From an optimization exercise on the open Yosys and OpenROAD flow, aimed at small area, a short achievable clock period and few clock cycles; shortcuts taken in it are not production practice. Function was checked by simulation only, so behaviour that the tests miss may differ from the original. Power is estimated from default activity; no workload was simulated.

== juniper ==
==> flow/design.v (excerpt) <==
module obj_line_scan #(
    parameter int OBJ_MAX  = obj_pkg::OBJ_MAX_DEF,
    parameter int LINE_MAX = obj_pkg::LINE_MAX_DEF,
    parameter int OBJ_H    = obj_pkg::OBJ_H_DEF
) (
    input  logic        CLK20,
    input  logic        RESET,
    input  logic        DMCS,
    input  logic [28:0] DO,
    input  logic [7:0]  V,
    input  logic        HBDn,
    input  logic        VB,
    input  logic        LST_RD,
    output logic [32:0] LST_DATA,
    output logic        LST_EMPTY,
    output logic [3:0]  LST_CNT,
    output logic        LST_RDY,
    output logic        OVF
);
Size: ~2300 flip-flops.
make LEC_CHECK=0 CAP_MARGIN=20 CORE_MARGIN=2 CORE_UTILIZATION=70 CTS_CLUSTER_DIAMETER=100 CTS_CLUSTER_SIZE=24 SETUP_SLACK_MARGIN=4.8 SLEW_MARGIN=20 finish   # period 8.0 ns
run.sh (not shown) runs the stock make flow with config.mk's settings and CLKGATE_MAP_FILE= SYNTH_SCRIPT=/design/flow/synth_recipe.tcl, a recipe that flattens the netlist after the stock synthesis.
juniper: full flow OK, the timing, DRC and antenna checks passed
Testbench counts of juniper, summed over its fixed seeds: cycles 5,256.
For indigo, these inputs were changed with respect to juniper:
Settings: swapping 24 for 20 in CTS_CLUSTER_SIZE; swapping 70 for 60 in CORE_UTILIZATION.
--- outcome ---
- [compare] base=juniper new=indigo: initial core utilization decreased 10 points; cell total after placement increased 3.6%; clock-pin transition on the worst setup and hold timing paths decreased 0.02 ns; signed area change from the synthesized netlist to the final layout increased 0.90 points; fraction of the core area covered by cells at the end of the flow decreased 11 points.
- Compared with juniper, in indigo routability congestion estimate from global placement fell by about 3%, number of buffers other than clock buffers in the final layout fell by about 5%.
- Vias after detailed routing in indigo vs juniper: down 698
- In the tables for indigo and juniper, number of cells on the worst hold path reads lower with juniper.
- indigo vs juniper — final instance area rose about 0.8%.
For willow, these inputs were changed with respect to indigo:
Settings: a change of CORE_UTILIZATION from 60 to 55; a change of SETUP_SLACK_MARGIN from 4.8 to 5.
- Against indigo, willow reports a fraction of the core area covered by cells at the end of the flow that is lower.
- The total design power on willow is in line with that on indigo.
- In willow the number of instances resized during post-cts repair turned out 341 higher than in indigo.
Input changes introduced in raven (baseline for comparison: willow):
Settings: swapping 55 for 60 in CORE_UTILIZATION.
## What came out
- Both conditions hold for raven: the flow ran to the end and the final layout passed the timing, DRC and antenna checks.
- raven against willow: initial core utilization now larger, global placer's final weighted congestion now larger, count of inserted antenna diode cells now larger, global-route wire length before repair now smaller, largest driver fanout on the critical path now larger.
- raven vs. willow: clock tree skew after final layout increased 0.013 ns, met2 usage increased 3.6 points, post-route worst setup slack decreased 0.046 ns, critical path depth decreased 7, insertion delay of the later-clocked pin in the worst-skew pair essentially unchanged.
- | highest achievable clock rate | raven vs willow | about 1.4% lower |

* * *

run A:
obj_line_scan, a different RTL version from the one above (not shown whole).
Size: about 83 I/O pins.
Design obj_line_scan, start of the top module:
module obj_line_scan #(
    parameter int OBJ_MAX  = obj_pkg::OBJ_MAX_DEF,
    parameter int LINE_MAX = obj_pkg::LINE_MAX_DEF,
    parameter int OBJ_H    = obj_pkg::OBJ_H_DEF
) (
    input  logic        CLK20,
    input  logic        RESET,
    input  logic        DMCS,
    input  logic [28:0] DO,
    input  logic [7:0]  V,
    input  logic        HBDn,
    input  logic        VB,
    input  logic        LST_RD,
    output logic [32:0] LST_DATA,
    output logic        LST_EMPTY,
    output logic [3:0]  LST_CNT,
    output logic        LST_RDY,
    output logic        OVF
);
    localparam int CW = $clog2(OBJ_MAX + 1);
    localparam int W  = obj_pkg::OBJ_W;
    localparam int YL = obj_pkg::Y_LSB;
    localparam int NC = LINE_MAX + 1;           
    localparam int GS = 8;                      
    localparam int NG = OBJ_MAX / GS;
    localparam int CS = 16;                     
    localparam int NCG = OBJ_MAX / CS;
    logic [OBJ_MAX-1:0][W-1:0] obj_table;
    logic [CW-1:0] obj_cnt;
    logic          vb_q, hbdn_q;
    logic          vb_rise, hb_fall, wr_en, start;
    assign vb_rise = VB & ~vb_q;
    assign hb_fall = hbdn_q & ~HBDn;
    assign start   = hb_fall & ~VB;
  ...
Settings: LEC_CHECK=0, CAP_MARGIN=20, CORE_MARGIN=2, CORE_UTILIZATION=60, CTS_CLUSTER_DIAMETER=100, CTS_CLUSTER_SIZE=20, SETUP_SLACK_MARGIN=4.8, SLEW_MARGIN=20; clock period 8.0 ns.
Run A reached the end of the flow, and the finished layout is clean on the timing, DRC and antenna checks.
Testbench counts of run A, summed over its fixed seeds: cycles 5,256.
--- input diff run A..run E ---
- CTS_CLUSTER_SIZE removed (was 20)
- CORE_UTILIZATION changed from 60 to 45
- CTS_CLUSTER_DIAMETER removed (was 100)
Run E completed end to end with timing, DRC and antenna clean.
Maximum vdd drop delta for run E relative to run A: about 1.5% lower
Delay of the slowest cell on the worst path was higher in the run labelled run A.
Run E gives less utilization than run A did.
Of run E and run A, it is run E that has the lower fmax.
Comparing run A with run E, the share of synthesized cell area in full adder, half adder and majority cells came out essentially unchanged.
Of run E and run A, it is run E that has the lower switching part of the total power.

==> what the ideal ports hide <==
Ports are ideal in the flow. The routed layouts listed here were re-timed in OpenROAD.
Step 1 (the two cells are an assumption about what drives the block):
set clk [get_ports {CLK20}]
set_driving_cell -lib_cell sky130_fd_sc_hd__clkbuf_16 $clk
set_driving_cell -lib_cell sky130_fd_sc_hd__buf_2 [delete_from_list [all_inputs] $clk]
Step 2 times the ports against the registers' clock, not the clock port: input delays grow and output delays shrink by t, the midpoint of the rising clock arrivals with the driver on.
Slacks: no drivers / after step 1 / after step 2; pairs: no drivers / after step 1.
run | t, ns | setup WS [ns] | hold WS [ns] | clock arrival spread, ns | worst slew at a driven data input, ns
juniper | 0.859 | 4.692 / 4.692 / 3.860 | 0.442 / 0.442 / 0.442 | 0.078 / 0.078 | 0.17
indigo | 0.885 | 4.745 / 4.774 / 3.912 | 0.438 / 0.438 / 0.438 | 0.052 / 0.052 | 0.14
willow | 0.910 | 4.861 / 4.898 / 3.988 | 0.441 / 0.441 / 0.441 | 0.043 / 0.044 | 0.21
raven | 0.889 | 4.815 / 4.769 / 3.880 | 0.434 / 0.434 / 0.434 | 0.054 / 0.053 | 0.37
run A | 0.887 | 4.561 / 4.365 / 3.478 | 0.438 / 0.438 / 0.438 | 0.054 / 0.053 | 0.34
run E | 0.963 | 4.544 / 4.580 / 3.617 | 0.421 / 0.421 / 0.421 | 0.036 / 0.036 | 0.09
After both steps setup and hold are still met in every run listed. For run A, which loses most, drivers alone change the setup slack by -0.196 ns; drivers and shift together by -1.083 ns.
